From an optimization exercise on the open Yosys and OpenROAD flow, aimed at small area, a short achievable clock period and few clock cycles per item; shortcuts taken in it are not production practice.
Function was checked by simulation only, so behaviour that the tests miss may differ from the original.
Power figures rest on the tool's default switching activity, not on a simulated workload.

Design icache_top, start of the top module:
module icache_top (
    input  logic        Clk,
    input  logic        arst_n,
    input  logic        fetch_req_valid,
    input  logic [31:0] fetch_req_addr,
    input  logic        mem_credit,
    input  logic        mem_beat_valid,
    input  logic [31:0] mem_beat_data,
    output logic        fetch_rsp_valid,
    output logic [31:0] fetch_rsp_instr,
    output logic        busy,
    output logic        mem_req_valid,
    output logic [31:0] mem_req_addr
);
clock: 6.0 ns
lec_check: 0
cap_margin: 20
core_margin: 2
core_utilization: 60
cts_cluster_diameter: 80
cts_cluster_size: 30
setup_slack_margin: 3.6
slew_margin: 20
synth_memory_max_bits: 16384
run.sh (not shown) runs the stock make flow with config.mk's settings and CLKGATE_MAP_FILE= SYNTH_SCRIPT=/design/flow/synth_recipe.tcl, a recipe that flattens the netlist after the stock synthesis.
The first run completed, yet does not pass: capacitance limit, slew limit.
Testbench counts at the start, summed over its fixed seeds: cycles 16,465, fetches 12,000.
Rerun with:
--- a/flow/design.v
+++ b/flow/design.v
@@ -95,21 +95,20 @@
     output logic        fetch_rsp_valid,
     output logic [31:0] fetch_rsp_instr,
     output logic        busy,
     output logic        mem_req_valid,
     output logic [31:0] mem_req_addr
 );
     logic        dv, tv, sv, busy_q;
     logic [29:0] d_addr, t_addr, s_addr;   
     logic        accept, done, d_free, t_free;
     assign accept = fetch_req_valid && !busy_q;
-    assign busy   = busy_q;
     logic [1:0]  act;                      
     logic [27:0] fblk [2];                 
     logic [1:0]  fway [2];
     logic        fh, ft;                   
     logic [1:0]  bc;                       
     logic [7:0]  wmask;                    
     logic        lpf;                      
     logic [1:0]  lpk;
     logic [2:0]  credits;
     logic [27:0] t_blk, d_blk;
@@ -204,23 +203,21 @@
             sv              <= 1'b0;
             busy_q          <= 1'b0;
             act             <= '0;
             fh              <= 1'b0;
             ft              <= 1'b0;
             bc              <= '0;
             wmask           <= '0;
             lpf             <= 1'b0;
             lpk             <= '0;
             credits         <= '0;
-            fetch_rsp_valid <= 1'b0;
             p_valid         <= 1'b0;
-            mem_req_valid   <= 1'b0;
         end else begin
             if (d_free) dv <= tv;
             if (t_free) begin
                 tv <= sv || accept;
                 sv <= 1'b0;
             end else begin
                 sv <= sv || accept;
             end
             busy_q <= !d_free && tv && (sv || accept);
             if (mem_credit && !alloc) begin
@@ -241,42 +238,43 @@
             end
             for (int i = 0; i < 8; i++) begin
                 if (push && !r_fwd && push_pos == 3'(i)) wmask[i] <= 1'b1;
                 else if (r_beat && head_pos == 3'(i))     wmask[i] <= 1'b0;
             end
             if (push) begin
                 lpf <= push_f;
                 lpk <= k;
             end
             p_valid         <= r_beat || r_fwd || r_arr;
-            fetch_rsp_valid <= p_valid;
-            mem_req_valid   <= alloc;
         end
     end
     always_ff @(posedge Clk) begin
         if (d_free) begin
             d_addr   <= t_addr;
             d_victim_oh <= n_victim_oh;
             d_rsel   <= 32'b1 << {t_blk[2:0], t_addr[1:0]};
             d_hit_oh <= n_hit_oh;
             d_pend   <= n_pend;
             d_pf     <= n_pf;
         end
         if (t_free) t_addr <= sv ? s_addr : fetch_req_addr[31:2];
         if (!sv)    s_addr <= fetch_req_addr[31:2];
         w_row_oh <= 32'b1 << {wset_n, bc_n};
         w_way_oh <= 4'b1 << wway_n;
         req_blk  <= d_blk;          
         if (alloc) begin
             fblk[ft] <= d_blk;
             fway[ft] <= d_victim;
         end
+        busy            <= !d_free && tv && (sv || accept);
+        fetch_rsp_valid <= p_valid;
+        mem_req_valid   <= alloc;
         p_arr    <= r_arr;
         p_way_oh <= d_hit_oh;
         p_words  <= arr_rd;
         p_beat   <= mem_beat_data;
         begin
             fetch_rsp_instr <= p_arr ? (({32{p_way_oh[0]}} & p_words[0]) |
                                         ({32{p_way_oh[1]}} & p_words[1]) |
                                         ({32{p_way_oh[2]}} & p_words[2]) |
                                         ({32{p_way_oh[3]}} & p_words[3]))
                                      : p_beat;
Outcome: Now the flow finished with timing, DRC and antenna clean; power increases slightly; clock skew went down by 0.012 ns; worst setup slack improved by 0.051 ns; worst hold slack gains 0.081 ns; register-to-register slack degrades by 0.02 ns; non-clock buffer count went up by 67; first-iteration DRC count barely changes; core utilization grows by 0.35 points.
Testbench counts after the change, summed over its fixed seeds: cycles 16,465, fetches 12,000.

## separate check: timing with driven ports
How much do the figures lean on ideal ports? The routed layouts below were timed once more, with nothing changed but the port constraints.
Step 1, drivers: a clkbuf_16 drives Clk and a buf_2 each remaining input, both assumed.
Step 2 times the ports against the registers' clock, not the clock port: input delays grow and output delays shrink by t, the midpoint of the rising clock arrivals with the driver on.
a / b / c = no drivers / after step 1 / after step 2; a / b = the first two.
run | shift t [ns] | setup slack, ns | worst setup path at the end | worst slew at a driven data input, ns | cell pins on the clock port's net
the first run | 1.114 | 3.236 / 3.119 / 2.398 | input to register | 0.18 | 1
the second run | 1.079 | 3.286 / 3.258 / 2.443 | input to register | 0.23 | 1
For the second run, which loses most, drivers alone change the setup slack by -0.028 ns; drivers and shift together by -0.843 ns.
